Background: an optimization exercise with open tools, aiming at small area, a short achievable clock period and few clock cycles per item. Do not read the settings as production practice. Only simulation tests tie the RTL to the original design; equivalence was not proved. Power is estimated from default activity; no workload was simulated.

`config.mk`:
```
export PLATFORM = sky130hd
export DESIGN_NAME = cpu6_mmu
export DESIGN_NICKNAME = cpu6_mmu
export VERILOG_FILES = /design/flow/design.v
export SDC_FILE = /design/flow/constraint.sdc
export NUM_CORES = 4
export LEC_CHECK = 0
export CAP_MARGIN = 20
export CORE_MARGIN = 2
export CORE_UTILIZATION = 62
export CTS_CLUSTER_DIAMETER = 100
export CTS_CLUSTER_SIZE = 20
export SETUP_SLACK_MARGIN = 5.0
export SLEW_MARGIN = 20
```
`constraint.sdc`:
```
create_clock -name core_clock -period 8.0 [get_ports {clock}]
set_input_delay 1.6000 -clock core_clock [delete_from_list [all_inputs] [get_ports {clock}]]
set_output_delay 1.6000 -clock core_clock [all_outputs]
set_load 0.01 [all_outputs]
```
`design.v`:
```
`default_nettype none
package mmu_pkg;
    localparam int page_base_width = 3;
    localparam int page_index_width = 8;
    localparam int offset_width = 11;
    localparam int logical_width = 16;
    localparam int physical_width = 19;
    localparam int frame_width = 8;
    localparam int data_width = 8;
    localparam int table_entries = 1 << page_index_width;
    typedef logic [logical_width-1:0] logical_addr_t;
    typedef logic [physical_width-1:0] physical_addr_t;
    typedef logic [frame_width-1:0] frame_t;  
    typedef logic [data_width-1:0] data_t;
    typedef enum logic [1:0] {
        op_read = 2'b00,
        op_write = 2'b01,
        op_load_page = 2'b10
    } opcode_t;
    typedef struct packed {
        logic [page_index_width-1:0] index;
        frame_t frame;
    } page_load_t;
    typedef union packed {
        logical_addr_t address;
        page_load_t load;
    } request_payload_u;
    typedef struct packed {
        opcode_t opcode;
        request_payload_u payload;
        data_t write_data;  
    } request_t;
    typedef struct packed {
        data_t read_data;
        logic write;
        logic bad_page;
    } response_t;
endpackage
`default_nettype wire
`default_nettype none
module page_translator (
    input logic clock,
    input logic reset,
    input logic [15:0] index_high,  
    input logic [15:0] index_low,   
    input logic [15:0] load_high_n,  
    input logic [15:0] load_low_n,   
    input mmu_pkg::frame_t frame_in,
    output logic [3:0][mmu_pkg::frame_width-1:0] quarters  
);
    localparam int table_entries = mmu_pkg::table_entries;
    logic [table_entries-1:0][mmu_pkg::frame_width-1:0] page_table;
    logic [table_entries-1:0] select;
    logic [table_entries-1:0] write_enable;
    logic [3:0][mmu_pkg::frame_width-1:0] quarter_select;
    always_comb begin
        for (int i = 0; i < table_entries; i++) begin
            select[i] = index_high[i / 16] && index_low[i % 16];
        end
    end
    always_comb begin
        for (int i = 0; i < table_entries; i++) begin
            write_enable[i] = !(load_high_n[i / 16] || load_low_n[i % 16]);
        end
    end
    always_comb begin
        quarter_select = '0;
        for (int i = 0; i < table_entries; i++) begin
            quarter_select[i / 64] = quarter_select[i / 64]
                | (page_table[i] & {mmu_pkg::frame_width{select[i]}});
        end
    end
    always_ff @(posedge clock) begin
        for (int i = 0; i < table_entries; i++) begin
            if (write_enable[i]) begin
                page_table[i] <= frame_in;
            end
        end
        quarters <= quarter_select;
    end
endmodule
`default_nettype wire
`default_nettype none
module op_queue #(
    parameter int depth = 4
) (
    input logic clock,
    input logic reset,
    input mmu_pkg::response_t in_data,
    input logic in_valid,
    output mmu_pkg::response_t response,
    output logic response_valid,
    input logic response_ready
);
    localparam int pointer_width = $clog2(depth);
    logic [depth-1:0][mmu_pkg::data_width+1:0] entries;
    logic [pointer_width-1:0] write_ptr;
    logic [pointer_width-1:0] read_ptr;
    logic [pointer_width:0] count;
    logic pop;
    logic advance;       
    logic from_queue;    
    logic push;          
    assign pop = response_valid && response_ready;
    assign advance = !response_valid || pop;
    assign from_queue = (count != '0);
    assign push = in_valid && !(advance && !from_queue);
    always_ff @(posedge clock or posedge reset) begin
        if (reset) begin
            response_valid <= 1'b0;
            count <= '0;
            write_ptr <= '0;
            read_ptr <= '0;
        end else begin
            if (advance) begin
                response_valid <= from_queue || in_valid;
            end
            if (push) begin
                write_ptr <= write_ptr + 1'b1;
            end
            if (advance && from_queue) begin
                read_ptr <= read_ptr + 1'b1;
            end
            count <= count + {{pointer_width{1'b0}}, push}
                - {{pointer_width{1'b0}}, advance && from_queue};
        end
    end
    always_ff @(posedge clock) begin
        if (advance) begin
            response <= from_queue ? entries[read_ptr] : in_data;
        end
        for (int i = 0; i < depth; i++) begin
            if (push && write_ptr == pointer_width'(i)) begin
                entries[i] <= in_data;
            end
        end
    end
endmodule
`default_nettype wire
`default_nettype none
module bus_cycle_unit (
    input logic clock,
    input logic reset,
    input logic issue,           
    input logic issue_write,
    input mmu_pkg::physical_addr_t issue_address,
    input mmu_pkg::data_t issue_data,
    output mmu_pkg::physical_addr_t address_bus,
    output mmu_pkg::data_t data_out,
    input mmu_pkg::data_t data_in,
    output logic write_en,
    output mmu_pkg::response_t result,
    output logic result_valid
);
    logic busy;            
    logic use_latch;       
    logic bad_page;
    always_ff @(posedge clock or posedge reset) begin
        if (reset) begin
            busy <= 1'b0;
            write_en <= 1'b0;
            data_out <= '0;
        end else begin
            busy <= issue;
            write_en <= issue && issue_write;
            if (issue && issue_write) begin
                data_out <= issue_data;
            end
        end
    end
    always_ff @(posedge clock) begin
        address_bus <= issue_address;
        use_latch <= issue_write || (issue_address[18:8] == '0);
        bad_page <= (&issue_address[18:13]) && issue_address[11];
    end
    assign result_valid = busy;
    assign result.read_data = use_latch ? data_out : data_in;
    assign result.write = write_en;
    assign result.bad_page = bad_page;
endmodule
`default_nettype wire
`default_nettype none
module cpu6_mmu #(
    parameter int queue_depth = 4
) (
    input logic clock,
    input logic reset,
    input logic [mmu_pkg::page_base_width-1:0] page_base,
    input mmu_pkg::request_t request,
    input logic request_valid,
    output logic request_ready,
    output mmu_pkg::response_t response,
    output logic response_valid,
    input logic response_ready,
    output mmu_pkg::physical_addr_t address_bus,
    output mmu_pkg::data_t data_out,
    input mmu_pkg::data_t data_in,
    output logic write_en
);
    localparam int room = queue_depth + 1;
    logic issue_valid;
    logic issue_load;
    logic issue_write;
    logic [15:0] issue_high;  
    logic [15:0] issue_low;
    logic [15:0] issue_load_high_n;  
    logic [15:0] issue_load_low_n;   
    logic [mmu_pkg::offset_width-1:8] issue_offset_top;
    mmu_pkg::frame_t issue_offset_low;  
    mmu_pkg::data_t issue_data;
    logic lookup_valid;
    logic lookup_write;
    logic [mmu_pkg::offset_width-1:0] lookup_offset;
    mmu_pkg::data_t lookup_data;
    logic [3:0][mmu_pkg::frame_width-1:0] lookup_quarters;
    logic accept;
    logic accept_access;
    logic request_load;
    logic [mmu_pkg::page_index_width-1:0] request_index;
    logic [mmu_pkg::page_index_width-1:0] load_index;
    logic response_taken;
    logic [room-1:0] outstanding;
    mmu_pkg::frame_t frame;
    mmu_pkg::response_t result;
    logic result_valid;
    assign accept = request_valid && request_ready;
    assign request_load = (request.opcode == mmu_pkg::op_load_page);
    assign accept_access = accept && !request_load;
    assign request_index = {page_base, request.payload.address[15:11]};  
    assign load_index = request.payload.load.index;
    assign response_taken = response_valid && response_ready;
    always_ff @(posedge clock or posedge reset) begin
        if (reset) begin
            outstanding <= '0;
            request_ready <= 1'b1;
            issue_valid <= 1'b0;
            lookup_valid <= 1'b0;
            issue_load_high_n <= '0;
            issue_load_low_n <= '0;
            issue_offset_low <= '0;
        end else begin
            if (accept_access && !response_taken) begin
                outstanding <= {outstanding[room-2:0], 1'b1};
            end else if (response_taken && !accept_access) begin
                outstanding <= {1'b0, outstanding[room-1:1]};
            end
            request_ready <= !(outstanding[room-1] && !response_taken)
                && !(outstanding[room-2] && accept_access && !response_taken);
            for (int i = 0; i < 16; i++) begin
                issue_load_high_n[i] <= !(accept && request_load && load_index[7:4] == 4'(i));
                issue_load_low_n[i] <= (load_index[3:0] != 4'(i));
            end
            issue_offset_low <= request.payload.address[7:0];
            issue_valid <= accept;
            lookup_valid <= issue_valid && !issue_load;
        end
    end
    always_ff @(posedge clock) begin
        issue_load <= request_load;
        issue_write <= (request.opcode == mmu_pkg::op_write);
        for (int i = 0; i < 16; i++) begin
            issue_high[i] <= (request_index[7:4] == 4'(i));
            issue_low[i] <= (request_index[3:0] == 4'(i));
        end
        issue_offset_top <= request.payload.address[10:8];
        issue_data <= request.write_data;
        lookup_write <= issue_write;
        lookup_offset <= {issue_offset_top, issue_offset_low};
        lookup_data <= issue_data;
    end
    page_translator u_translator (
        .clock(clock),
        .reset(reset),
        .index_high(issue_high),
        .index_low(issue_low),
        .load_high_n(issue_load_high_n),
        .load_low_n(issue_load_low_n),
        .frame_in(issue_offset_low),
        .quarters(lookup_quarters)
    );
    assign frame = lookup_quarters[0] | lookup_quarters[1] | lookup_quarters[2]
        | lookup_quarters[3];
    bus_cycle_unit u_bus (
        .clock(clock),
        .reset(reset),
        .issue(lookup_valid),
        .issue_write(lookup_write),
        .issue_address({frame, lookup_offset}),
        .issue_data(lookup_data),
        .address_bus(address_bus),
        .data_out(data_out),
        .data_in(data_in),
        .write_en(write_en),
        .result(result),
        .result_valid(result_valid)
    );
    op_queue #(
        .depth(queue_depth)
    ) u_queue (
        .clock(clock),
        .reset(reset),
        .in_data(result),
        .in_valid(result_valid),
        .response(response),
        .response_valid(response_valid),
        .response_ready(response_ready)
    );
endmodule
`default_nettype wire
```
`flow/run.sh`:
```
#!/bin/bash
# Standard layout, with the port buffers made from plain buffers (buffer_ports
# otherwise picks a delay buffer, which slows every input and output path).
set -euo pipefail
export BUFFER_PORTS_ARGS="-buffer_cell sky130_fd_sc_hd__buf_2"
bash standard.sh finish > make_flow.log 2>&1
```
`standard.sh`:
```
#!/bin/bash
# synth_recipe.tcl (not shown) runs the flow's synth.tcl, then flattens the netlist and writes it again
# the make line also repeats each setting of config.mk as NAME=value (left out here)
make -C /OpenROAD-flow-scripts/flow DESIGN_CONFIG=/design/flow/config.mk WORK_HOME=/design/flow/orfs CLKGATE_MAP_FILE= SYNTH_SCRIPT=/design/flow/synth_recipe.tcl "${@:-finish}"
```
==> results of run 1 <==
==> stage by stage <==
step | hold slack, ns | setup WS (ns)
after floorplan | 0.310 | 5.01
after global placement | 0.310 | 4.75
after detailed placement | 0.313 | 4.77
after CTS | 0.332 | 4.92
after global routing | 0.337 | 4.92
final | 0.330 | 4.97
==> worst max-delay path by stage <==
stage | startpoint | end | slack, ns | cells after the start
global route | request_ready$_DFF_PP1_ | request_ready | 4.92 | 1
global placement | response_ready | u_queue.count[2]$_DFF_PP0_ | 4.75 | 9
detailed placement | response_ready | u_queue.count[2]$_DFF_PP0_ | 4.77 | 9
floorplan | response_ready | u_queue.count[2]$_DFF_PP0_ | 5.01 | 9
finish | request_ready$_DFF_PP1_ | request_ready | 4.97 | 1
CTS | request_ready$_DFF_PP1_ | request_ready | 4.92 | 1
==> placed cells by master, fill, tap and decap left out, drive strengths merged, types with 18 or more instances in the layout <==
cell and n:
a22o 379, clkbuf 217, nand3 92, nand4 127
edfxtp 2098, dfrtp 65, and3 29, nor2b 21
a211oi 18, nor2 282, and2 22, a21boi 23
a222oi 92, nand2 168, a22oi 600, o21ai 36
dfxtp 118, a221oi 68, buf 165
==> power by group through the flow <==
stage,registers (mW),clock network (mW),logic [mW]
floorplan,13.6,0,0.498
global placement,13.6,0,0.877
detailed placement,13.6,0,0.891
CTS,13.3,7.07,0.892
global route,13.4,7.50,0.961
finish,13.3,7.01,0.890
==> per-layer routing <==
metal | share of wire [%] | global-route usage, % | vias to the layer above
li1 | - | - | 19100
met1 | 41 | 46.5 | 23600
met2 | 48 | 49.1 | 2231
met3 | 8.5 | 5.27 | 328
met4 | 3.1 | 9.98 | 12
met5 | 0.038 | 0 | -
==> cell usage after synthesis, types with 16 or more instances <==
cell         n  area (um2)
a21boi_1    19         143
buf_1       25        93.8
a211oi_1    18         135
dfxtp_1    118        2360
a22oi_1    600        4500
a221oi_1    68         596
clkbuf_1   233         875
a22o_1     379        3320
nand2_1    168         631
nor2_1     282        1060
nor2b_1     21         131
and3_1      29         181
edfxtp_1  2098       63000
o21ai_0     36         180
a222oi_1    92         921
nand3_1     92         460
mux2_2      16         180
nand4_1    127         795
buf_2       82         410
buf_6       25         282
dfrtp_1     65        1630
and2_1      22         138
==> final cells by class <==
class | count | area (um2)
multi-input cells | 2056 | 14300
well taps | 1768 | 2210
fillers | 9087 | 44400
repair buffers | 165 | 1100
clock buffers | 217 | 3860
inverters | 12 | 48.8
flip-flops and latches | 2282 | 67100
diodes | 4 | 10.0
clock inverters | 2 | 28.8
==> kinds of logic after synthesis <==
logic type | count (synthesis)
XOR/XNOR | 5
adder cells (fa/ha/maj) | 8
AND/OR/NAND/NOR | 779
flip-flops | 2282
AO/OA/AOI/OAI | 1235
multiplexers | 29
buffers and inverters | 377
==> flip-flops by register name (all words and copies together), names as in the netlist, 8 cells and up <==
signal and cells:
u_queue.response 10, issue_load_high_n 16, issue_low 16, issue_offset_low 8
u_translator.page_table 2048, lookup_data 8, issue_load_low_n 16, u_bus.address_bus 19
issue_high 16, u_bus.data_out 8, u_translator.quarters 32, issue_data 8
lookup_offset 11, u_queue.entries 40
==> what timing repair did <==
action | CTS | global route
resized for setup | 2 | 3
buffers inserted | 1 | 0
endpoints found under the setup margin | 3 | 36
==> qor.txt, run 1 <==
Synth Area in Compound Gates: 12.1%
Async SR Flop Fraction: 2.89%
Worst VDD drop: 0.284 mV
Sw Share: 21.0%
CP max stage delay: 0.55 ns
Clock Tree Buf Depth: 3
clock sink count: 2,282
Post-Synth Simple-Gate Area: 4.37%
clock power share: 33.0%
post-route setup TNS: 0 ns
core area: 133,000 um2
Ports: 81
Yosys reg bits: 2,282
CP arrival: 1.43 ns
sequential share of power: 62.8%
part of the Yosys area used for sequential elements: 80.7%
hold endpoint: u_bus.address_bus[3]$_DFF_P_
DP HPWL: 127 mm
Most used DFF post-synth: edfxtp_1
min-delay src: lookup_offset[3]$_DFF_P_
Cell variety after synth: 43
endpoints failing hold: 0
GP Congestion: 0.857
P_int: 16.8 mW
main combinational cell family by area after synthesis: compound AO/OA/AOI/OAI gates
Post-Syn Nets: 4,764
worst-margin pin slew: 1.13 ns
Worst Hold Class: reg -> reg
Synth Area in XOR/XNOR: 0.0528%
cell count after synthesis: 4,715
max cap viols: 0
CP Data Required Time: 6.40 ns
Post-CTS Hold Fix Bufs: 0
P_leak: 27.7 nW
Mean Syn Cell Area: 17.6 um2
vias: 45,300
fin. max-slew vios: 0
reg2reg end: u_translator.quarters[10]$_DFF_P_
die area: 137,000 um2
CP startpoint kind: flop
DRC viols: 0
H-tree Lvls: 4
CP max FO: 2
R2R depth: 6
RSZ-0062 raised after global routing: true
Slew HR: 24.3%
Layout Cells excl Fill: 6,506
clock latency on the worst-skew pair: 0.79 ns
# port buffers: 80
critical path class: reg -> out
drt wl/cell: 33.3 um
Area Growth Syn to Fin: 6.87%
final WL: 217 mm
post-layout min period: 3.03 ns
CP max-delay cell: dfstp_2
initial antenna violation count: 14
yosys warns: 4
Cell Area, Placed: 84,700 um2
post-layout util: 66.6%
crit-path leading delay family: flip-flops
Final Skew: 0.0201 ns
CTS root buf: clkbuf_16
Setup-failing EPs final: 0
Total GRT Usage: 31.6%
Post-DRT Antenna Nets: 0
largest net degree at the start of global routing: 173
final worst-path cycle share: 37.8%
vias in the first global route: 43,400
post-DR vias/cell: 6.96
TritonCTS Buffers: 132
Inst Count DP: 6,280
layout cells sized above 1: 8.41%
CP bufs+invs: 1
multiplexer share of the synthesized area: 0.525%
Final Instance Area: 88,700 um2
number of synthesized flops with an enable pin: 2,098
nets: 4,698
Reg-to-Reg Start: issue_low[10]$_DFF_P_
Adder-Cell Fraction of Synth Area: 0.130%
switching pwr: 4.47 mW
hold depth: 0
reg-to-reg setup timing slack: 5.11 ns
PwrDens: 239 nW/um2
drt pass-1 iters: 9
Die Ht: 370 um
critical path cell sequence: buf_6
CTS clk-pin slew, worst paths: 0.08 ns
Initial Util: 62.3%
status: no timing/DRC/antenna violations
max frequency: 0.330 GHz
first-pass GRT wire length: 310 mm
Logic pwr share: 4.2%
drt first-iter violations: 6,175
Power Total: 21.2 mW
CTS tree: done
CP Capture Type: output port
die width: 370 um
Mapped Area: 83,000 um2
GRT overflow: 0
# rows: 134
Testbench counts, summed over its fixed seeds: cycles 20,031, responses 18,164.
==> inputs of run 2 (changes only) <==
--- a/design.v
+++ b/design.v
@@ -155,2 +155,3 @@
     logic busy;            
+    logic bus_write;       
     logic use_latch;       
@@ -172,2 +173,3 @@
         address_bus <= issue_address;
+        bus_write <= issue_write;
         use_latch <= issue_write || (issue_address[18:8] == '0);
@@ -177,3 +179,3 @@
     assign result.read_data = use_latch ? data_out : data_in;
-    assign result.write = write_en;
+    assign result.write = bus_write;
     assign result.bad_page = bad_page;
@@ -234,3 +236,3 @@
             outstanding <= '0;
-            request_ready <= 1'b1;
+            request_ready <= 1'b0;  
             issue_valid <= 1'b0;
==> run 2 against run 1 <==
  * Sequential share of layout area about the same
  * Clock skew increased by 0.0015 ns
  * Total power increased by 0.18%
  * Via count up 0.25%
  * Still clean
  * Design area is essentially flat
  * Sequential cell count up 1
  * Combinational power increased by 2%
  * Critical endpoint is now u_translator.quarters[26]$_DFF_P_
  * Sequential power barely moved
  * Clock power barely moved
==> qor.txt, run 2 <==
Clock Tree Buf Depth: 3
number of flip-flops in the largest register: 2,048
CTS root buf: clkbuf_16
vias: 45,400
top cells by count, synth: 2,098 x edfxtp_1, 600 x a22oi_1, 379 x a22o_1
first-pass GRT wire length: 310 mm
RSZ-0062 raised after global routing: false
GR Util met3: 5.14%
Power Total: 21.3 mW
Worst Hold Class: reg -> reg
post-layout min period: 2.94 ns
Top Registers: u_translator.page_table x2048, u_queue.entries x40, u_translator.quarters x32
Yosys reg bits: 2,283
final WL: 216 mm
post-DR vias/cell: 6.98
CP startpoint kind: flop
M1 GR Usage: 47.4%
Worst VDD drop: 0.249 mV
status: no timing/DRC/antenna violations
Cell variety after synth: 42
Setup-failing EPs final: 0
die width: 370 um
commonest non-fill, non-tap cell in the layout: edfxtp_1
most frequent cell after synthesis: edfxtp_1
CP Capture Type: flop
clock latency on the worst-skew pair: 0.79 ns
GRT overflow: 0
yosys warns: 4
Final Skew: 0.0216 ns
worst-margin pin slew: 1.26 ns
GP Congestion: 0.824
Slew HR: 16.0%
P_leak: 27.7 nW
clock sink count: 2,283
endpoints failing hold: 0
Mapped Area: 83,000 um2
Largest Register: u_translator.page_table
CP max-delay cell: dfxtp_4
critical path cell sequence: buf_4 > and2_1 > a221oi_1 > nand4_1 > a211oi_1 > nand4_1
TritonCTS Buffers: 132
final worst-path cycle share: 36.8%
DRC viols: 0
Die Ht: 370 um
layout cells sized above 1: 8.16%
busiest grt layer: met2
core area: 133,000 um2
CTS clk-pin slew, worst paths: 0.08 ns
Mean Syn Cell Area: 17.6 um2
Post-DRT Antenna Nets: 0
CP max stage delay: 0.59 ns
CP most frequent cell: nand4_1
Multi-input gate area: 14,400 um2
met2 Usage GRT: 48.4%
# rows: 134
part of the Yosys area used for sequential elements: 80.7%
Synth area leaders: edfxtp_1 76%, a22oi_1 5.4%, a22o_1 4.0%
post-CTS setup buffer count: 0
drt first-iter violations: 6,601
max frequency: 0.340 GHz
drt pass-1 iters: 8
commonest cells after routing, fill and taps aside: 2,098 x edfxtp_1, 600 x a22oi_1, 379 x a22o_1
Area Growth Syn to Fin: 6.87%
die area: 137,000 um2
cell count after synthesis: 4,716
critical path class: reg -> reg
reg-to-reg setup timing slack: 5.06 ns
Total GRT Usage: 31.5%
number of synthesized flops with an enable pin: 2,098
largest net degree at the start of global routing: 202
Most used DFF post-synth: edfxtp_1
Synth top area share: 75.9%
Fillers: 9,001
post-route setup TNS: 0 ns
CP Data Required Time: 8.65 ns
CP max FO: 51
Ports: 81
# port buffers: 80
nets: 4,691
Initial Util: 62.4%
Async SR Flop Fraction: 2.89%
WHS: 0.330 ns
max cap viols: 0
drt wl/cell: 33.2 um
Post-CTS Hold Fix Bufs: 0
Post-Syn Nets: 4,765
H-tree Lvls: 4
Post-CTS Resized: 3
CTS tree: done
Synth area leader: edfxtp_1
fin. max-slew vios: 0
vias in the first global route: 43,100
initial antenna violation count: 14
sequential cell area: 67,100 um2
PwrDens: 240 nW/um2
CP arrival: 3.59 ns
DP HPWL: 125 mm
run 2: cell count changes in the layout (fill, tap and decap cells not counted), sizes merged:
cell / delta
dfxtp: +1
diode: +1
clkbuf: +5
dfstp: -1
dfrtp: +1
buf: -8
run 2: per-stage QoR:
step                setup WS (ns)  instances  utilization [%]  area [um2]
floorplan                    5.01       4716                -       83100
global placement             4.74       6275             63.6       84700
detailed placement           4.72       6275             63.6       84700
CTS                          5.01       6499             66.6       88600
global route                 5.01       6503             66.6       88700
finish                       5.06       6505             66.6       88700
run 2: cell type report:
| type | count | share of cell area (%) |
|---|---|---|
| diodes | 5 | 0.0141 |
| flip-flops and latches | 2283 | 75.7 |
| repair buffers | 157 | 1.18 |
| well taps | 1768 | 2.49 |
| clock inverters | 2 | 0.0324 |
| multi-input cells | 2056 | 16.2 |
| inverters | 12 | 0.0550 |
| clock buffers | 222 | 4.37 |
run 2: logic make-up (layout without fill, tap and decap cells):
kind of cell	after synthesis	count (layout)	synth area share [%]
buffers and inverters	377	393	2.05
and+or+nand+nor	779	779	4.37
adders and majority gates	8	8	0.130
DFF	2283	2283	80.7
muxes	29	29	0.524
other	0	5	0
xor gates and xnor gates	5	5	0.0527
AOI/OAI and AO/OA	1235	1235	12.1
run 2: worst paths after layout:
kind                                          startpoint                           endpoint  cells after the start
worst max-delay path               issue_low[10]$_DFF_P_  u_translator.quarters[26]$_DFF_P_                      6
worst min-delay path            lookup_offset[3]$_DFF_P_       u_bus.address_bus[3]$_DFF_P_                      0
worst max register to register     issue_low[10]$_DFF_P_  u_translator.quarters[26]$_DFF_P_                      6
worst min register to register  lookup_offset[3]$_DFF_P_       u_bus.address_bus[3]$_DFF_P_                      0
max in group asynchronous                          reset      issue_offset_low[1]$_DFF_PP0_                      3
min in group asynchronous                          reset            request_ready$_DFF_PP0_                      3
run 2: worst max-delay path, delay by kind of cell, from the launching register on:
family,cells,cell delay (ns)
and+or+nand+nor,3,0.76
DFF,1,0.59
AOI/OAI and AO/OA,2,0.92
buffers and inverters,1,0.50
run 2: where the power goes:
| group | leakage (nW) | switching [mW] | internal (mW) |
|---|---|---|---|
| clock | 1.87 | 3.70 | 3.33 |
| sequential | 20.6 | 0.181 | 13.2 |
| combinational | 5.23 | 0.606 | 0.302 |
run 2: per-layer routing:
layer / part of all wire, % / vias to the layer above / routed length (um)
li1: - / 19100 / -
met1: 41 / 23600 / 89300
met2: 47 / 2358 / 101000
met3: 9.1 / 339 / 19600
met4: 2.8 / 16 / 6140
met5: 0.047 / - / 101
Testbench counts of run 2, summed over its fixed seeds: cycles 20,031, responses 18,164.
==> inputs of run 3 (changes only) <==
--- a/config.mk
+++ b/config.mk
@@ -10,4 +10,4 @@
 export CORE_UTILIZATION = 62
-export CTS_CLUSTER_DIAMETER = 100
-export CTS_CLUSTER_SIZE = 20
+export CTS_CLUSTER_DIAMETER = 90
+export CTS_CLUSTER_SIZE = 25
 export SETUP_SLACK_MARGIN = 5.0
==> run 3 against run 2 <==
  * Sequential power hardly changed
  * Design area is 1.2% lower
  * Non-clock buffer count is 1 lower
  * Combinational power is 0.4% lower
  * Critical path depth is 5 lower
  * Via count is 0.53% lower
  * Critical endpoint is now response_valid
==> qor.txt, run 3 <==
status: no timing/DRC/antenna violations
Total GRT Usage: 31.3%
Worst VDD drop: 0.211 mV
CP arrival: 1.32 ns
post-DR vias/cell: 6.99
fin. max-slew vios: 0
most frequent cell after synthesis: edfxtp_1
CP startpoint kind: flop
Final Skew: 0.0332 ns
CTS tree: done
post-CTS setup buffer count: 0
top cells by count, synth: 2,098 x edfxtp_1, 600 x a22oi_1, 379 x a22o_1
part of the Yosys area used for sequential elements: 80.7%
Synth top area share: 75.9%
Setup-failing EPs final: 0
pre-CTS WS: 4.72 ns
crit-path leading delay family: flip-flops
CP max stage delay: 0.42 ns
Clock Tree Buf Depth: 3
Area Growth Syn to Fin: 5.62%
Top Registers: u_translator.page_table x2048, u_queue.entries x40, u_translator.quarters x32
R2R depth: 6
H-tree Lvls: 3
Cell variety after synth: 42
cell count after synthesis: 4,716
die width: 370 um
final WL: 215 mm
TritonCTS Buffers: 101
drt wl/cell: 33.3 um
core area: 133,000 um2
CP bufs+invs: 1
drt pass-1 iters: 7
Slew HR: 17.2%
CP Capture Type: output port
die area: 137,000 um2
number of flip-flops in the largest register: 2,048
GRT overflow: 0
post-layout util: 65.9%
CP max-delay cell: dfrtp_1
Mapped Area: 83,000 um2
RSZ-0062 raised after global routing: false
Most used DFF post-synth: edfxtp_1
yosys warns: 4
drt first-iter violations: 6,979
hold depth: 0
initial antenna violation count: 12
# rows: 134
Async SR Flop Fraction: 2.89%
CTS root buf: clkbuf_16
DRC viols: 0
Worst path depth: 1
Final WS setup: 5.08 ns
CP max FO: 3
commonest cells after routing, fill and taps aside: 2,098 x edfxtp_1, 600 x a22oi_1, 379 x a22o_1
# port buffers: 80
vias: 45,100
largest net degree at the start of global routing: 202
worst-margin pin slew: 1.24 ns
Post-Syn Nets: 4,765
Synth area leader: edfxtp_1
Die Ht: 370 um
critical path class: reg -> out
CTS clk-pin slew, worst paths: 0.09 ns
Mean Syn Cell Area: 17.6 um2
GP Congestion: 0.824
Fillers: 9,141
vias in the first global route: 42,900
P_leak: 27.2 nW
clock latency on the worst-skew pair: 0.77 ns
critical path cell sequence: buf_2
Ports: 81
Yosys reg bits: 2,283
PwrDens: 231 nW/um2
post-route setup TNS: 0 ns
CP Data Required Time: 6.40 ns
post-layout min period: 2.92 ns
Worst Hold Class: reg -> reg
endpoints failing hold: 0
Post-DRT Antenna Nets: 0
max frequency: 0.343 GHz
layout cells sized above 1: 7.44%
first-pass GRT wire length: 309 mm
number of synthesized flops with an enable pin: 2,098
DP HPWL: 125 mm
final worst-path cycle share: 36.5%
clock sink count: 2,283
max cap viols: 0
Largest Register: u_translator.page_table
Synth area leaders: edfxtp_1 76%, a22oi_1 5.4%, a22o_1 4.0%
Initial Util: 62.4%
commonest non-fill, non-tap cell in the layout: edfxtp_1
nets: 4,659
## run 3: cell counts after synthesis
Identical to the previous run, type by type.
## run 3: final timing paths
check	start	end	slack, ns
worst max-delay path	u_queue.response_valid$_DFFE_PP0P_	response_valid	5.08
worst min-delay path	lookup_offset[3]$_DFF_P_	u_bus.address_bus[3]$_DFF_P_	0.33
worst max register to register	issue_low[10]$_DFF_P_	u_translator.quarters[1]$_DFF_P_	5.10
worst min register to register	lookup_offset[3]$_DFF_P_	u_bus.address_bus[3]$_DFF_P_	0.33
max in group asynchronous	reset	issue_offset_low[0]$_DFF_PP0_	6.12
min in group asynchronous	reset	request_ready$_DFF_PP0_	1.12
## run 3: kinds of logic (layout without fill, tap and decap cells)
kind of cell	Yosys count	in the layout	synth area share, %
simple gates	779	779	4.37
fa+ha+maj	8	8	0.130
compound gates	1235	1235	12.1
other cells	0	7	0
flops	2283	2283	80.7
buf+inv	377	349	2.05
mux	29	29	0.524
xor+xnor	5	5	0.0527
## run 3: worst reg2reg max path: cells and delay by family (launching register included)
family                 cells  cell delay, ns
AO/OA/AOI/OAI              2            0.95
buffers and inverters      1            0.50
flip-flops                 1            0.59
AND/OR/NAND/NOR            3            0.71
## run 3: stage by stage
step,hold slack (ns),area (um2),power (mW),cells
floorplan,0.310,83100,14.1,4716
global placement,0.310,84700,14.5,6275
detailed placement,0.312,84700,14.5,6275
CTS,0.333,87700,20.3,6456
global route,0.338,87700,20.8,6459
finish,0.333,87700,20.2,6463
## run 3: power by group
part | switching (mW) | internal [mW] | total [mW]
Combinational | 0.603 | 0.300 | 0.904
Sequential | 0.180 | 13.2 | 13.3
Clock | 3.53 | 2.46 | 5.99
## run 3: timing repair
item,in CTS,in global routing
endpoints found under the setup margin,4,4
hold buffers,0,0
pin swaps,0,0
gates resized for setup,4,2
## run 3: area by class of cell
cell class / count / area, um2 / area share, %
diodes: 7 / 17.5 / 0.0200
clock buffers: 175 / 2850 / 3.25
clock inverters: 6 / 63.8 / 0.0728
inverters: 12 / 48.8 / 0.0557
multi-input cells: 2056 / 14300 / 16.4
flip-flops and latches: 2283 / 67100 / 76.6
well taps: 1768 / 2210 / 2.52
repair buffers: 156 / 1020 / 1.16
## run 3: per-layer routing
layer	GRT usage, %	wire length, um	up-vias	share of wire (%)
met3	4.75	19400	270	9.0
met5	0	78	-	0.036
met4	7.48	5300	12	2.5
li1	-	-	19000	-
met2	48.7	102000	2324	47
met1	47.3	88500	23500	41
==> inputs of run 4 (changes only) <==
--- a/config.mk
+++ b/config.mk
@@ -9,3 +9,3 @@
 export CORE_MARGIN = 2
-export CORE_UTILIZATION = 62
+export CORE_UTILIZATION = 70
 export CTS_CLUSTER_DIAMETER = 90
==> run 4 against run 3 <==
  * Still clean on timing, DRC and antenna
  * Design area down 0.46%
  * Synthesized area stayed put
  * Count of clock-buffer cells in the layout did not move
  * Register-to-register slack gained 0.10 ns
  * Wire length shrank 5.3%
  * Clock skew is 0.011 ns lower
  * Total power down 0.62%
  * Die area fell by 11%
  * Sequential cell count unchanged
  * Via count down 0.29%
  * Largest cell class unchanged
==> qor.txt, run 4 <==
status: no timing/DRC/antenna violations
CP bufs+invs: 1
commonest non-fill, non-tap cell in the layout: edfxtp_1
P_leak: 27.1 nW
yosys warns: 4
Initial Util: 70.4%
layout cells sized above 1: 7.14%
crit-path leading delay family: flip-flops
Post-CTS Resized: 0
post-layout min period: 2.88 ns
H-tree Lvls: 3
CTS root buf: clkbuf_16
largest net degree at the start of global routing: 194
commonest cells after routing, fill and taps aside: 2,098 x edfxtp_1, 600 x a22oi_1, 379 x a22o_1
critical path class: reg -> out
die area: 121,000 um2
vias: 45,000
final WL: 203 mm
first-pass GRT wire length: 294 mm
CP max-delay cell: dfrtp_1
Die Ht: 348 um
Clock Tree Buf Depth: 3
CP arrival: 1.28 ns
most frequent cell after synthesis: edfxtp_1
Mapped Area: 83,000 um2
CP startpoint kind: flop
DRC viols: 0
top cells by count, synth: 2,098 x edfxtp_1, 600 x a22oi_1, 379 x a22o_1
Post-CTS Hold Fix Bufs: 0
drt first-iter violations: 7,416
Final Skew: 0.0220 ns
CTS clk-pin slew, worst paths: 0.09 ns
max frequency: 0.347 GHz
clock latency on the worst-skew pair: 0.74 ns
# port buffers: 80
pre-CTS WS: 4.75 ns
reg-to-reg setup timing slack: 5.20 ns
fin. max-slew vios: 0
CTS tree: done
Top Registers: u_translator.page_table x2048, u_queue.entries x40, u_translator.quarters x32
Post-Syn Nets: 4,765
CP Capture Type: output port
GP Congestion: 0.880
post-CTS setup buffer count: 0
TritonCTS Buffers: 101
Ports: 81
number of synthesized flops with an enable pin: 2,098
Yosys reg bits: 2,283
nets: 4,650
Area Growth Syn to Fin: 5.14%
Worst Hold Class: reg -> reg
worst-margin pin slew: 1.15 ns
cell count after synthesis: 4,716
Mean Syn Cell Area: 17.6 um2
Async SR Flop Fraction: 2.89%
Setup-failing EPs final: 0
clock sink count: 2,283
die width: 348 um
CP Data Required Time: 6.40 ns
Most used DFF post-synth: edfxtp_1
CP max stage delay: 0.41 ns
GRT overflow: 0
post-DR vias/cell: 7.24
Total GRT Usage: 33.4%
vias in the first global route: 42,800
PwrDens: 230 nW/um2
Synth top area share: 75.9%
core area: 118,000 um2
CP max FO: 3
drt wl/cell: 32.7 um
Synth area leaders: edfxtp_1 76%, a22oi_1 5.4%, a22o_1 4.0%
final worst-path cycle share: 36.0%
max cap viols: 0
Post-DRT Antenna Nets: 0
critical path cell sequence: buf_2
Worst VDD drop: 0.248 mV
Final WS setup: 5.12 ns
Largest Register: u_translator.page_table
initial antenna violation count: 17
endpoints failing hold: 0
Synth area leader: edfxtp_1
RSZ-0062 raised after global routing: false
post-route setup TNS: 0 ns
drt pass-1 iters: 8
# rows: 126
Cell variety after synth: 42
DP HPWL: 118 mm
part of the Yosys area used for sequential elements: 80.7%
number of flip-flops in the largest register: 2,048
Slew HR: 23.4%
## run 4: cell count changes in the layout (fill, tap and decap cells not counted), sizes merged
cell | previous run | this run
buf | 156 | 147
inv | 17 | 13
## run 4: layout make-up
cell class / instances / area, um2
repair buffers: 147 / 970
well taps: 1536 / 1920
multi-input cells: 2056 / 14300
clock buffers: 175 / 2850
diodes: 7 / 17.5
fillers: 7052 / 30600
clock inverters: 2 / 28.8
inverters: 12 / 48.8
flip-flops and latches: 2283 / 67100
## run 4: metrics by stage
step / std cells / area (um2) / total power, mW / utilization (%) / hold slack [ns]
floorplan: 4716 / 83100 / 14.1 / - / 0.310
global placement: 6034 / 84400 / 14.5 / 71.6 / 0.310
detailed placement: 6034 / 84400 / 14.5 / 71.6 / 0.312
CTS: 6211 / 87300 / 20.1 / 74.0 / 0.334
global route: 6212 / 87300 / 20.6 / 74.0 / 0.336
finish: 6218 / 87300 / 20.1 / 74.0 / 0.333
## run 4: power breakdown
group	total, mW	internal [mW]	switching, mW
registers	13.4	13.2	0.198
clock network	5.88	2.45	3.43
logic	0.873	0.299	0.574
## run 4: cells by family after synthesis
family                     Yosys count  share of synthesized area [%]
AOI/OAI and AO/OA                 1235                           12.1
xor gates and xnor gates             5                         0.0527
adders and majority gates            8                          0.130
buffers and inverters              377                           2.05
DFF                               2283                           80.7
muxes                               29                          0.524
and+or+nand+nor                    779                           4.37
## run 4: final timing paths
| kind | start | endpoint | depth (start not counted) |
|---|---|---|---|
| setup / recovery | u_bus.data_out[5]$_DFFE_PP0P_ | data_out[5] | 1 |
| hold / removal | lookup_offset[2]$_DFF_P_ | u_bus.address_bus[2]$_DFF_P_ | 0 |
| setup reg to reg | issue_offset_low[1]$_DFF_PP0_ | u_translator.page_table[2009]$_DFFE_PN_ | 2 |
| hold reg to reg | lookup_offset[2]$_DFF_P_ | u_bus.address_bus[2]$_DFF_P_ | 0 |
| max in group asynchronous | reset | issue_offset_low[5]$_DFF_PP0_ | 3 |
| min in group asynchronous | reset | u_queue.count[0]$_DFF_PP0_ | 3 |
## run 4: routing by layer
metal / global-route usage [%] / vias to the layer above / wire length (um)
met2: 52.2 / 2716 / 96500
li1: - / 19000 / -
met4: 11.1 / 12 / 7350
met5: 0.240 / - / 207
met3: 5.24 / 342 / 20800
met1: 49.5 / 23000 / 78600
==> inputs of run 5 (changes only) <==
--- a/config.mk
+++ b/config.mk
@@ -9,3 +9,3 @@
 export CORE_MARGIN = 2
-export CORE_UTILIZATION = 70
+export CORE_UTILIZATION = 76
 export CTS_CLUSTER_DIAMETER = 90
==> run 5 against run 4 <==
  * Clock skew increased by 0.013 ns
  * Synthesized area unchanged
  * Via count increased by 2.4%
  * Utilization increased by 6.4 points
  * Wire length increased by 0.60%
  * Combinational power increased by 0.5%
  * Global-route usage increased by 3.3 points
  * Count of clock-buffer cells in the layout increased by 13
==> qor.txt, run 5 <==
die area: 112,000 um2
final worst-path cycle share: 36.3%
Die Ht: 335 um
Ports: 81
CP Capture Type: output port
Initial Util: 76.5%
pre-CTS WS: 4.76 ns
Sw Share: 20.8%
sequential share of power: 66.3%
largest net degree at the start of global routing: 185
clock power share: 29.3%
post-layout min period: 2.90 ns
clock sink count: 2,283
H-tree Lvls: 3
commonest non-fill, non-tap cell in the layout: edfxtp_1
DRC viols: 0
Final WS setup: 5.10 ns
number of flip-flops in the largest register: 2,048
Mapped Area: 83,000 um2
GP Congestion: 0.856
Slew HR: 20.0%
Post-CTS Hold Fix Bufs: 0
commonest cells after routing, fill and taps aside: 2,098 x edfxtp_1, 600 x a22oi_1, 379 x a22o_1
TritonCTS Buffers: 101
CTS tree: done
initial antenna violation count: 11
PwrDens: 231 nW/um2
drt pass-1 iters: 9
critical path cell sequence: buf_2
Setup-failing EPs final: 0
yosys warns: 4
Fillers: 5,558
post-route setup TNS: 0 ns
first-pass GRT wire length: 297 mm
cell count after synthesis: 4,716
CTS clk-pin slew, worst paths: 0.09 ns
CP bufs+invs: 1
status: no timing/DRC/antenna violations
Clock Tree Buf Depth: 3
switching pwr: 4.19 mW
Synth top area share: 75.9%
vias: 46,100
post-layout util: 80.4%
Total GRT Usage: 36.8%
Logic pwr share: 4.4%
CP startpoint kind: flop
Post-DRT Antenna Nets: 0
endpoints failing hold: 0
final WL: 205 mm
Worst Hold Class: reg -> reg
Synth area leaders: edfxtp_1 76%, a22oi_1 5.4%, a22o_1 4.0%
P_int: 16.0 mW
number of synthesized flops with an enable pin: 2,098
top cells by count, synth: 2,098 x edfxtp_1, 600 x a22oi_1, 379 x a22o_1
Cell variety after synth: 42
Post-Syn Nets: 4,765
max frequency: 0.344 GHz
Area Growth Syn to Fin: 5.12%
crit-path leading delay family: flip-flops
clock latency on the worst-skew pair: 0.74 ns
P_leak: 27.2 nW
# port buffers: 80
CP arrival: 1.30 ns
CP Data Required Time: 6.40 ns
Synth area leader: edfxtp_1
post-DR vias/cell: 7.54
Largest Register: u_translator.page_table
max cap viols: 0
CP max FO: 2
# rows: 121
die width: 335 um
Async SR Flop Fraction: 2.89%
layout cells sized above 1: 7.29%
nets: 4,654
Worst VDD drop: 0.240 mV
CP max stage delay: 0.43 ns
Top Registers: u_translator.page_table x2048, u_queue.entries x40, u_translator.quarters x32
core area: 109,000 um2
drt first-iter violations: 8,301
Final Skew: 0.0347 ns
Most used DFF post-synth: edfxtp_1
Power Total: 20.1 mW
most frequent cell after synthesis: edfxtp_1
GRT overflow: 0
Yosys reg bits: 2,283
part of the Yosys area used for sequential elements: 80.7%
fin. max-slew vios: 0
worst-margin pin slew: 1.20 ns
critical path class: reg -> out
vias in the first global route: 43,800
DP HPWL: 120 mm
drt wl/cell: 33.5 um
CTS root buf: clkbuf_16
Mean Syn Cell Area: 17.6 um2
RSZ-0062 raised after global routing: false
CP max-delay cell: dfrtp_1
## run 5: final cells by class
| class | instances | area (um2) | share of cell area, % |
|---|---|---|---|
| Antenna cell | 6 | 15.0 | 0.0172 |
| Clock buffer | 188 | 2940 | 3.37 |
| Clock inverter | 1 | 20.0 | 0.0229 |
| Inverter | 12 | 48.8 | 0.0559 |
| Multi-Input combinational cell | 2056 | 14300 | 16.4 |
| Sequential cell | 2283 | 67100 | 76.9 |
| Tap cell | 1414 | 1770 | 2.03 |
| Timing Repair Buffer | 151 | 1010 | 1.16 |
## run 5: cell families (layout without fill, tap and decap cells)
logic type	Yosys count	count (layout)	share of synthesized area, %
other	0	6	0
AO/OA/AOI/OAI	1235	1235	12.1
multiplexers	29	29	0.524
AND/OR/NAND/NOR	779	779	4.37
buffers and inverters	377	352	2.05
flip-flops	2283	2283	80.7
XOR/XNOR	5	5	0.0527
adder cells (fa/ha/maj)	8	8	0.130
## run 5: power groups by stage
stage                     Combinational, mW  Sequential, mW  Clock, mW
final                                 0.877            13.4       5.91
after global routing                  0.939            13.4       6.29
after CTS                             0.857            13.4       5.91
after detailed placement              0.852            13.6          0
after global placement                0.828            13.6          0
after floorplan                       0.498            13.6          0
## run 5: repair_timing
item / in CTS / in global routing
gates resized for setup: 0 / 2
buffers inserted: 0 / 1
setup endpoints to repair: 0 / 6
endpoints found under the hold margin: 0 / 0
## run 5: routing by layer
metal	part of all wire (%)	global-route usage [%]	wire (um)	up-vias
met5	0.031	0	64	-
met4	4.4	14.5	9030	10
met3	12	6.85	25600	477
met2	47	56.4	96300	3415
met1	36	53.9	73700	23200
li1	-	-	-	19000
## run 5: stage by stage
stage	area, um2	cells	hold slack [ns]
2_1_floorplan	83100	4716	0.310
3_3_place_gp	84200	5913	0.310
3_5_place_dp	84200	5913	0.313
4_1_cts	87200	6102	0.335
5_1_grt	87300	6106	0.341
6_report	87300	6111	0.334
## run 5: path summary, 6_finish.rpt
path / slack (ns) / to / startpoint / cells after the start
min reg2reg: 0.33 / u_bus.address_bus[5]$_DFF_P_ / lookup_offset[5]$_DFF_P_ / 0
max reg2reg: 5.13 / u_translator.quarters[23]$_DFF_P_ / issue_low[13]$_DFF_P_ / 7
min: 0.33 / u_bus.address_bus[5]$_DFF_P_ / lookup_offset[5]$_DFF_P_ / 0
min in group asynchronous: 1.20 / request_ready$_DFF_PP0_ / reset / 3
max in group asynchronous: 6.06 / issue_offset_low[1]$_DFF_PP0_ / reset / 3
max: 5.10 / request_ready / request_ready$_DFF_PP0_ / 1
==> inputs of run 6 (changes only) <==
--- a/design.v
+++ b/design.v
@@ -44,3 +44,3 @@
     input logic [15:0] index_high,  
-    input logic [15:0] index_low,   
+    input logic [3:0][15:0] index_quarter_low,  
     input logic [15:0] load_high_n,  
@@ -57,3 +57,3 @@
         for (int i = 0; i < table_entries; i++) begin
-            select[i] = index_high[i / 16] && index_low[i % 16];
+            select[i] = index_high[i / 16] && index_quarter_low[i / 64][i % 16];
         end
@@ -205,4 +205,4 @@
     logic issue_write;
-    logic [15:0] issue_high;  
-    logic [15:0] issue_low;
+    logic [15:0] issue_high;
+    logic [3:0][15:0] issue_quarter_low;
     logic [15:0] issue_load_high_n;  
@@ -264,3 +264,6 @@
             issue_high[i] <= (request_index[7:4] == 4'(i));
-            issue_low[i] <= (request_index[3:0] == 4'(i));
+            for (int q = 0; q < 4; q++) begin
+                issue_quarter_low[q][i] <= (request_index[3:0] == 4'(i))
+                    && (request_index[7:6] == 2'(q));
+            end
         end
@@ -276,3 +279,3 @@
         .index_high(issue_high),
-        .index_low(issue_low),
+        .index_quarter_low(issue_quarter_low),
         .load_high_n(issue_load_high_n),
--- a/config.mk
+++ b/config.mk
@@ -9,5 +9,5 @@
 export CORE_MARGIN = 2
-export CORE_UTILIZATION = 76
-export CTS_CLUSTER_DIAMETER = 90
-export CTS_CLUSTER_SIZE = 25
+export CORE_UTILIZATION = 62
+export CTS_CLUSTER_DIAMETER = 100
+export CTS_CLUSTER_SIZE = 20
 export SETUP_SLACK_MARGIN = 5.0
==> run 6 against run 5 <==
  * Critical endpoint is now address_bus[13]
  * Clock skew shrank 0.013 ns
  * Critical path depth is the same
  * Hold slack lost 0.0099 ns
  * Cell count grew 8.6%
==> qor.txt, run 6 <==
Async SR Flop Fraction: 2.83%
critical path class: reg -> out
GP Congestion: 0.851
GR Util met3: 5.73%
CTS root buf: clkbuf_16
Yosys reg bits: 2,331
Layout Cells excl Fill: 6,638
final worst-path cycle share: 36.7%
Initial Util: 62.6%
drt pass-1 iters: 10
crit-path leading delay family: flip-flops
initial antenna violation count: 9
die width: 371 um
worst-margin pin slew: 1.22 ns
Synth area leader: edfxtp_1
Area Growth Syn to Fin: 7.06%
final WL: 218 mm
hold depth: 0
Post-DRT Antenna Nets: 0
first-pass GRT wire length: 311 mm
M1 GR Usage: 47.9%
Clock Tree Buf Depth: 3
Die Ht: 371 um
Final WS setup: 5.06 ns
Worst Hold Class: reg -> reg
reg-to-reg setup timing slack: 5.16 ns
CTS clk-pin slew, worst paths: 0.09 ns
PwrDens: 237 nW/um2
max frequency: 0.340 GHz
Reg-to-Reg Start: issue_offset_low[0]$_DFF_PP0_
Largest Register: u_translator.page_table
Post-Syn Nets: 4,867
met2 Usage GRT: 48.2%
CP arrival: 1.34 ns
die area: 138,000 um2
Worst VDD drop: 0.224 mV
TritonCTS Buffers: 134
Synth area leaders: edfxtp_1 75%, a22oi_1 5.8%, dfxtp_1 4.0%
clock sink count: 2,331
busiest grt layer: met2
CP max-delay cell: dfxtp_4
status: no timing/DRC/antenna violations
GRT overflow: 0
cell count after synthesis: 4,818
P_leak: 28.1 nW
largest net degree at the start of global routing: 102
vias: 46,000
min-delay src: issue_data[3]$_DFF_P_
hold endpoint: lookup_data[3]$_DFF_P_
post-DR vias/cell: 6.94
CP Capture Type: output port
Slew HR: 18.5%
Final Skew: 0.0221 ns
Total GRT Usage: 31.6%
post-route setup TNS: 0 ns
endpoints failing hold: 0
Top Registers: u_translator.page_table x2048, issue_quarter_low x64, u_queue.entries x40
CP Data Required Time: 6.40 ns
DP HPWL: 128 mm
number of synthesized flops with an enable pin: 2,098
nets: 4,851
DRC viols: 0
CP max stage delay: 0.43 ns
H-tree Lvls: 4
vias in the first global route: 43,900
Ports: 81
commonest non-fill, non-tap cell in the layout: edfxtp_1
CTS tree: done
Setup-failing EPs final: 0
R2R depth: 2
yosys warns: 4
max cap viols: 0
CP startpoint kind: flop
part of the Yosys area used for sequential elements: 81.3%
Inst Count DP: 6,432
drt first-iter violations: 7,390
Mapped Area: 83,600 um2
core area: 134,000 um2
RSZ-0062 raised after global routing: false
Worst Setup SP: u_bus.address_bus[13]$_DFF_P_
post-layout min period: 2.94 ns
Mean Syn Cell Area: 17.4 um2
# port buffers: 80
fin. max-slew vios: 0
pre-CTS WS: 4.70 ns
Cell variety after synth: 43
CP bufs+invs: 1
CP max FO: 1
top cells by count, synth: 2,098 x edfxtp_1, 642 x a22oi_1, 340 x nor2_1
# rows: 134
Most used DFF post-synth: edfxtp_1
most frequent cell after synthesis: edfxtp_1
number of flip-flops in the largest register: 2,048
reg2reg end: u_translator.page_table[1912]$_DFFE_PN_
critical path cell sequence: buf_6
Synth top area share: 75.4%
drt wl/cell: 32.8 um
clock latency on the worst-skew pair: 0.79 ns
layout cells sized above 1: 8.38%
commonest cells after routing, fill and taps aside: 2,098 x edfxtp_1, 642 x a22oi_1, 339 x nor2_1
[run 6: changes by cell type in the layout (fill, tap and decap cells not counted), sizes merged, moves of 21 or more]
cell   delta
a22o    -159
a22oi    +42
a32oi    +27
and3     -22
and4b    +21
buf      +38
dfxtp    +48
inv      +44
nand2    +66
nand3    +36
nor2     +58
[run 6: where the power goes]
group / leakage (nW) / switching, mW / internal (mW)
combinational: 5.38 / 0.498 / 0.244
clock: 1.82 / 3.72 / 3.24
sequential: 20.9 / 0.142 / 13.4
total: 28.1 / 4.36 / 16.9
[run 6: layer usage]
layer | routed length (um) | vias up
met1 | 89800 | 23900
met5 | 26 | -
met4 | 5080 | 4
met2 | 101000 | 2450
met3 | 21600 | 294
li1 | - | 19400
[run 6: timing repair]
item,CTS,global route
buffers inserted,2,0
setup endpoints to repair,5,1
pin swaps,0,0
gates resized for setup,6,1
hold buffers,0,0
[run 6: layout make-up]
type,instances,area (um2)
diodes,4,10.0
flip-flops and latches,2331,68100
fillers,9072,44100
inverters,54,206
repair buffers,189,1240
clock buffers,197,3740
well taps,1768,2210
clock inverters,3,28.8
multi-input cells,2092,14000
[run 6: worst max-delay path by stage]
stage,end,slack (ns),cells past startpoint
floorplan,u_queue.count[2]$_DFF_PP0_,5.01,9
finish,address_bus[13],5.06,1
CTS,address_bus[13],4.99,1
global route,address_bus[13],5.00,1
global placement,u_queue.count[2]$_DFF_PP0_,4.76,9
detailed placement,u_queue.count[2]$_DFF_PP0_,4.70,9
[run 6: through the flow]
stage	hold slack [ns]	util (%)	cell area (um2)	power [mW]
finish	0.324	67.0	89500	21.2
global route	0.326	67.0	89500	21.8
CTS	0.329	67.0	89500	21.3
detailed placement	0.312	64.1	85700	14.5
global placement	0.310	64.1	85700	14.5
floorplan	0.310	-	83600	14.2
[run 6: cell families after synthesis]
group           Yosys count  share of synthesized area [%]
flops                  2331                           81.3
mux                      29                          0.521
xor+xnor                  5                         0.0524
buf+inv                 395                           1.96
fa+ha+maj                 8                          0.129
simple gates            920                           5.07
compound gates         1130                           10.9
Testbench counts of run 6, summed over its fixed seeds: cycles 20,031, responses 18,164.
==> inputs of run 7 (changes only) <==
--- a/config.mk
+++ b/config.mk
@@ -10,4 +10,4 @@
 export CORE_UTILIZATION = 62
-export CTS_CLUSTER_DIAMETER = 100
-export CTS_CLUSTER_SIZE = 20
+export CTS_CLUSTER_DIAMETER = 90
+export CTS_CLUSTER_SIZE = 25
 export SETUP_SLACK_MARGIN = 5.0
==> run 7 against run 6 <==
  * Utilization decreased by 0.57 points
  * Synthesized cell count unchanged
  * Combinational power about the same
  * Clock power decreased by 12%
  * Synthesized area unchanged
  * Sequential power about the same
  * Sequential cell count unchanged
  * Global-route usage decreased by 0.28 points
  * Clock skew increased by 0.0033 ns
  * Die area unchanged
  * Largest cell class unchanged
  * Largest power group unchanged
  * Highest routed layer unchanged
==> qor.txt, run 7 <==
status: no timing/DRC/antenna violations
core area: 134,000 um2
Reg-to-Reg Start: issue_offset_low[0]$_DFF_PP0_
Top Registers: u_translator.page_table x2048, issue_quarter_low x64, u_queue.entries x40
Synth area leaders: edfxtp_1 75%, a22oi_1 5.8%, dfxtp_1 4.0%
first-pass GRT wire length: 310 mm
Ports: 81
CTS clk-pin slew, worst paths: 0.11 ns
Inst Count DP: 6,432
final WL: 216 mm
RSZ-0062 raised after global routing: false
Fillers: 9,131
vias in the first global route: 43,500
hold endpoint: lookup_data[3]$_DFF_P_
die width: 371 um
top cells by count, synth: 2,098 x edfxtp_1, 642 x a22oi_1, 340 x nor2_1
Die Ht: 371 um
max frequency: 0.336 GHz
clock latency on the worst-skew pair: 0.75 ns
most frequent cell after synthesis: edfxtp_1
die area: 138,000 um2
Slew HR: 22.4%
GP Congestion: 0.851
post-route setup TNS: 0 ns
Initial Util: 62.6%
post-layout min period: 2.98 ns
largest net degree at the start of global routing: 102
yosys warns: 4
CTS root buf: clkbuf_16
final worst-path cycle share: 37.2%
# rows: 134
Final Skew: 0.0254 ns
pre-CTS WS: 4.70 ns
Final WS setup: 5.02 ns
layout cells sized above 1: 7.71%
CP max FO: 1
Synth top area share: 75.4%
Mapped Area: 83,600 um2
drt first-iter violations: 7,030
Yosys reg bits: 2,331
hold depth: 0
post-layout util: 66.4%
CP Capture Type: output port
Power Total: 20.4 mW
DP HPWL: 128 mm
# port buffers: 80
CP startpoint kind: flop
Most used DFF post-synth: edfxtp_1
part of the Yosys area used for sequential elements: 81.3%
CTS tree: done
vias: 45,600
Post-DRT Antenna Nets: 0
CP bufs+invs: 1
Async SR Flop Fraction: 2.83%
number of synthesized flops with an enable pin: 2,098
Post-Syn Nets: 4,867
Clock Tree Buf Depth: 3
drt pass-1 iters: 7
crit-path leading delay family: flip-flops
commonest non-fill, non-tap cell in the layout: edfxtp_1
Setup-failing EPs final: 0
Mean Syn Cell Area: 17.4 um2
reg-to-reg setup timing slack: 5.14 ns
CP Data Required Time: 6.40 ns
endpoints failing hold: 0
Total GRT Usage: 31.3%
Cell Area, Placed: 85,700 um2
P_leak: 27.7 nW
Cell variety after synth: 43
number of flip-flops in the largest register: 2,048
CP max-delay cell: dfxtp_2
critical path class: reg -> out
Worst VDD drop: 0.244 mV
PwrDens: 230 nW/um2
CP max stage delay: 0.46 ns
CP arrival: 1.38 ns
Synth area leader: edfxtp_1
max cap viols: 0
TritonCTS Buffers: 103
Layout Cells excl Fill: 6,621
Worst Hold Class: reg -> reg
critical path cell sequence: buf_2
R2R depth: 2
Area Growth Syn to Fin: 6.15%
commonest cells after routing, fill and taps aside: 2,098 x edfxtp_1, 642 x a22oi_1, 339 x nor2_1
post-CTS setup buffer count: 0
Largest Register: u_translator.page_table
worst-margin pin slew: 1.16 ns
drt wl/cell: 32.6 um
clock sink count: 2,331
min-delay src: issue_data[3]$_DFF_P_
reg2reg end: u_translator.page_table[1864]$_DFFE_PN_
H-tree Lvls: 3
post-DR vias/cell: 6.89
Final Instance Area: 88,700 um2
initial antenna violation count: 9
GRT overflow: 0
cell count after synthesis: 4,818
nets: 4,819
fin. max-slew vios: 0
WHS: 0.325 ns
DRC viols: 0
==> run 7: cell families (layout without fill, tap and decap cells) <==
| group | after synthesis | in the layout | synth area share (%) |
|---|---|---|---|
| xor+xnor | 5 | 5 | 0.0524 |
| compound gates | 1130 | 1130 | 10.9 |
| simple gates | 920 | 920 | 5.07 |
| other cells | 0 | 2 | 0 |
| fa+ha+maj | 8 | 8 | 0.129 |
| buf+inv | 395 | 428 | 1.96 |
| flops | 2331 | 2331 | 81.3 |
| mux | 29 | 29 | 0.521 |
==> run 7: how the worst max path moves through the flow <==
stage / start / to / cells after the start
6_report: u_bus.address_bus[11]$_DFF_P_ / address_bus[11] / 1
5_1_grt: u_bus.address_bus[13]$_DFF_P_ / address_bus[13] / 1
4_1_cts: u_bus.address_bus[13]$_DFF_P_ / address_bus[13] / 1
3_5_place_dp: response_ready / u_queue.count[2]$_DFF_PP0_ / 9
3_3_place_gp: response_ready / u_queue.count[2]$_DFF_PP0_ / 9
2_1_floorplan: response_ready / u_queue.count[2]$_DFF_PP0_ / 9
==> run 7: area by class of cell <==
cell class	instances	area, um2	area share (%)
repair buffers	188	1250	1.41
well taps	1768	2210	2.49
clock buffers	182	2960	3.33
diodes	2	5.00	0.00564
clock inverters	4	46.3	0.0522
inverters	54	206	0.233
multi-input cells	2092	14000	15.8
flip-flops and latches	2331	68100	76.7
==> run 7: power breakdown <==
| group | leakage [nW] | internal, mW | switching [mW] |
|---|---|---|---|
| clock network | 1.43 | 2.54 | 3.58 |
| logic | 5.38 | 0.243 | 0.497 |
| registers | 20.9 | 13.4 | 0.144 |
| total | 27.7 | 16.2 | 4.22 |
==> run 7: repair_timing <==
item                                   4_1_cts  5_1_grt
endpoints found under the hold margin        0        0
hold buffers                                 0        0
resized for setup                            3        1
setup endpoints to repair                    3        1
==> run 7: worst register-to-register path, stage by stage, from the launching register on <==
cell and delay, ns:
dfrtp_4 1.11, buf_4 0.70, buf_4 0.74
==> run 7: layer usage <==
metal | vias up | part of all wire [%] | GRT usage [%]
met5 | - | 0.025 | 0
li1 | 19300 | - | -
met1 | 23500 | 41 | 47.6
met2 | 2424 | 46 | 47.9
met4 | 8 | 2.4 | 7.10
met3 | 290 | 10 | 5.70
==> inputs of run 8 (changes only) <==
--- a/config.mk
+++ b/config.mk
@@ -9,3 +9,3 @@
 export CORE_MARGIN = 2
-export CORE_UTILIZATION = 62
+export CORE_UTILIZATION = 70
 export CTS_CLUSTER_DIAMETER = 90
==> run 8 against run 7 <==
  * Register-to-register slack better by 0.13 ns
  * Cell count down 3.5%
  * Highest routed layer unchanged
  * Largest cell class unchanged
  * Design area down 0.41%
  * First-iteration DRC count up 11%
  * Die area down 11%
  * Wire length down 3.2%
  * Combinational power about the same
==> qor.txt, run 8 <==
Final Skew: 0.0314 ns
Worst VDD drop: 0.259 mV
vias in the first global route: 43,800
max frequency: 0.340 GHz
P_int: 16.1 mW
initial antenna violation count: 13
GRT overflow: 0
Mapped Area: 83,600 um2
Clock Tree Buf Depth: 3
vias: 46,300
layout cells sized above 1: 7.59%
CP max FO: 1
sequential share of power: 66.6%
met2 Usage GRT: 52.1%
H-tree Lvls: 3
nets: 4,819
switching pwr: 4.18 mW
Initial Util: 70.7%
CTS root buf: clkbuf_16
die area: 122,000 um2
critical path cell sequence: buf_2
part of the Yosys area used for sequential elements: 81.3%
CP max-delay cell: dfxtp_2
GP Congestion: 0.873
first-pass GRT wire length: 302 mm
largest net degree at the start of global routing: 101
post-layout min period: 2.94 ns
CTS clk-pin slew, worst paths: 0.09 ns
# port buffers: 80
Synth area leader: edfxtp_1
clock sink count: 2,331
Cell variety after synth: 43
crit-path leading delay family: flip-flops
final WL: 209 mm
# rows: 126
most frequent cell after synthesis: edfxtp_1
drt wl/cell: 32.7 um
Mean Syn Cell Area: 17.4 um2
endpoints failing hold: 0
GR Util met3: 6.33%
core area: 118,000 um2
Setup-failing EPs final: 0
CP startpoint kind: flop
Post-DRT Antenna Nets: 0
Fillers: 7,007
status: no timing/DRC/antenna violations
reg-to-reg setup timing slack: 5.27 ns
PwrDens: 230 nW/um2
post-CTS setup buffer count: 0
drt pass-1 iters: 9
cell count after synthesis: 4,818
number of synthesized flops with an enable pin: 2,098
worst-margin pin slew: 1.23 ns
Area Growth Syn to Fin: 5.71%
final worst-path cycle share: 36.8%
CP arrival: 1.34 ns
Top Registers: u_translator.page_table x2048, issue_quarter_low x64, u_queue.entries x40
critical path class: reg -> out
Async SR Flop Fraction: 2.83%
clock power share: 29.8%
yosys warns: 4
fin. max-slew vios: 0
Most used DFF post-synth: edfxtp_1
top cells by count, synth: 2,098 x edfxtp_1, 642 x a22oi_1, 340 x nor2_1
Synth area leaders: edfxtp_1 75%, a22oi_1 5.8%, dfxtp_1 4.0%
Largest Register: u_translator.page_table
CP Capture Type: output port
TritonCTS Buffers: 103
Sw Share: 20.6%
CP Data Required Time: 6.40 ns
post-DR vias/cell: 7.26
Yosys reg bits: 2,331
Slew HR: 18.3%
busiest grt layer: met1
commonest non-fill, non-tap cell in the layout: edfxtp_1
Worst Hold Class: reg -> reg
die width: 350 um
Ports: 81
Logic pwr share: 3.6%
CP bufs+invs: 1
Post-Syn Nets: 4,867
P_leak: 27.7 nW
RSZ-0062 raised after global routing: false
post-route setup TNS: 0 ns
M1 GR Usage: 52.7%
DP HPWL: 125 mm
drt first-iter violations: 7,781
CP max stage delay: 0.44 ns
post-layout util: 74.7%
commonest cells after routing, fill and taps aside: 2,098 x edfxtp_1, 642 x a22oi_1, 339 x nor2_1
number of flip-flops in the largest register: 2,048
DRC viols: 0
Die Ht: 350 um
Synth top area share: 75.4%
max cap viols: 0
CTS tree: done
clock latency on the worst-skew pair: 0.76 ns
Total GRT Usage: 34.3%
==> run 8: changes by cell type in the layout (fill, tap and decap cells not counted), sizes merged <==
cell    previous run  this run
clkbuf           182       179
inv               57        58
diode              2         1
==> run 8: power groups by stage <==
stage / logic (mW) / clock network (mW) / registers (mW)
after floorplan: 0.385 / 0 / 13.8
after global placement: 0.709 / 0 / 13.8
after detailed placement: 0.732 / 0 / 13.8
after CTS: 0.733 / 6.06 / 13.5
after global routing: 0.805 / 6.43 / 13.5
final: 0.740 / 6.05 / 13.5
==> run 8: what timing repair did <==
action	in CTS	in global routing
hold endpoints to repair	0	0
endpoints found under the setup margin	3	2
resized for setup	3	2
hold buffers	0	0
==> run 8: cells by family (layout without fill, tap and decap cells) <==
group	after synthesis	after routing	synth area share (%)
other cells	0	1	0
simple gates	920	920	5.07
flops	2331	2331	81.3
compound gates	1130	1130	10.9
fa+ha+maj	8	8	0.129
buf+inv	395	426	1.96
mux	29	29	0.521
xor+xnor	5	5	0.0524
==> run 8: per-stage QoR <==
stage	hold WS (ns)	total power [mW]	cells	worst slack [ns]	cell area, um2
finish	0.333	20.3	6386	5.06	88400
global route	0.339	20.8	6385	5.02	88400
CTS	0.333	20.3	6384	5.00	88300
detailed placement	0.312	14.5	6200	4.75	85400
global placement	0.310	14.5	6200	4.77	85400
floorplan	0.310	14.2	4818	5.01	83600
==> run 8: final cells by class <==
type                       count  area (um2)  share of cell area [%]
tap                         1536        1920                    2.17
inverter                      54         206                   0.234
clock inverter                 5        55.1                  0.0623
sequential                  2331       68100                    77.0
timing repair buffer         188        1230                    1.39
clock buffer                 179        2910                    3.29
antenna                        1        2.50                 0.00283
multi-input combinational   2092       14000                    15.8
==> run 8: worst paths after layout <==
check                                              start                                       to  cells past startpoint
max                        u_bus.address_bus[16]$_DFF_P_                          address_bus[16]                      1
min                             lookup_offset[3]$_DFF_P_             u_bus.address_bus[3]$_DFF_P_                      0
max reg2reg                issue_offset_low[3]$_DFF_PP0_  u_translator.page_table[1915]$_DFFE_PN_                      2
min reg2reg                     lookup_offset[3]$_DFF_P_             u_bus.address_bus[3]$_DFF_P_                      0
max in group asynchronous                          reset            issue_offset_low[5]$_DFF_PP0_                      3
min in group asynchronous                          reset            issue_offset_low[0]$_DFF_PP0_                      3
==> run 8: layer usage <==
| layer | up-vias | wire length (um) |
|---|---|---|
| met1 | 23700 | 81400 |
| met3 | 365 | 24900 |
| met4 | 12 | 5890 |
| met2 | 2935 | 96800 |
| li1 | 19300 | - |
| met5 | - | 74 |

==> what the ideal ports hide <==
No port has a modelled driver above. Below, the same layouts with a new extraction and two added sets of constraints.
Step 1 sets driving cells, clkbuf_16 on the clock port and buf_2 on the other inputs (assumed; they add their load-dependent delay and slew).
Step 2 moves the port delays by t, midway between the first and last clock arrival at a register: inputs arrive t later, outputs are due t later. That takes back most of the time a late clock gives input paths.
Three values: ideal ports, drivers, drivers and shift; two values: the first two.
| run | shift t [ns] | slack for setup (ns) | clock arrival spread, ns | worst register clock-pin slew, ns |
|---|---|---|---|---|
| run 1 | 0.860 | 4.973 / 4.896 / 4.782 | 0.025 / 0.024 | 0.09 / 0.09 |
| run 2 | 0.867 | 5.058 / 4.972 / 4.715 | 0.022 / 0.023 | 0.09 / 0.09 |
| run 3 | 0.831 | 5.081 / 5.002 / 4.721 | 0.035 / 0.035 | 0.10 / 0.10 |
| run 4 | 0.810 | 5.121 / 5.039 / 4.748 | 0.026 / 0.026 | 0.10 / 0.10 |
| run 5 | 0.794 | 5.097 / 5.021 / 4.722 | 0.035 / 0.035 | 0.10 / 0.10 |
| run 6 | 0.861 | 5.061 / 4.980 / 4.705 | 0.025 / 0.025 | 0.09 / 0.09 |
| run 7 | 0.815 | 5.021 / 4.945 / 4.714 | 0.033 / 0.033 | 0.11 / 0.11 |
| run 8 | 0.821 | 5.059 / 4.975 / 4.721 | 0.037 / 0.037 | 0.10 / 0.10 |
After both steps every run listed still meets setup and hold. The setup slack of run 5, which loses most, moves by -0.076 ns with the drivers and by -0.375 ns with both steps.
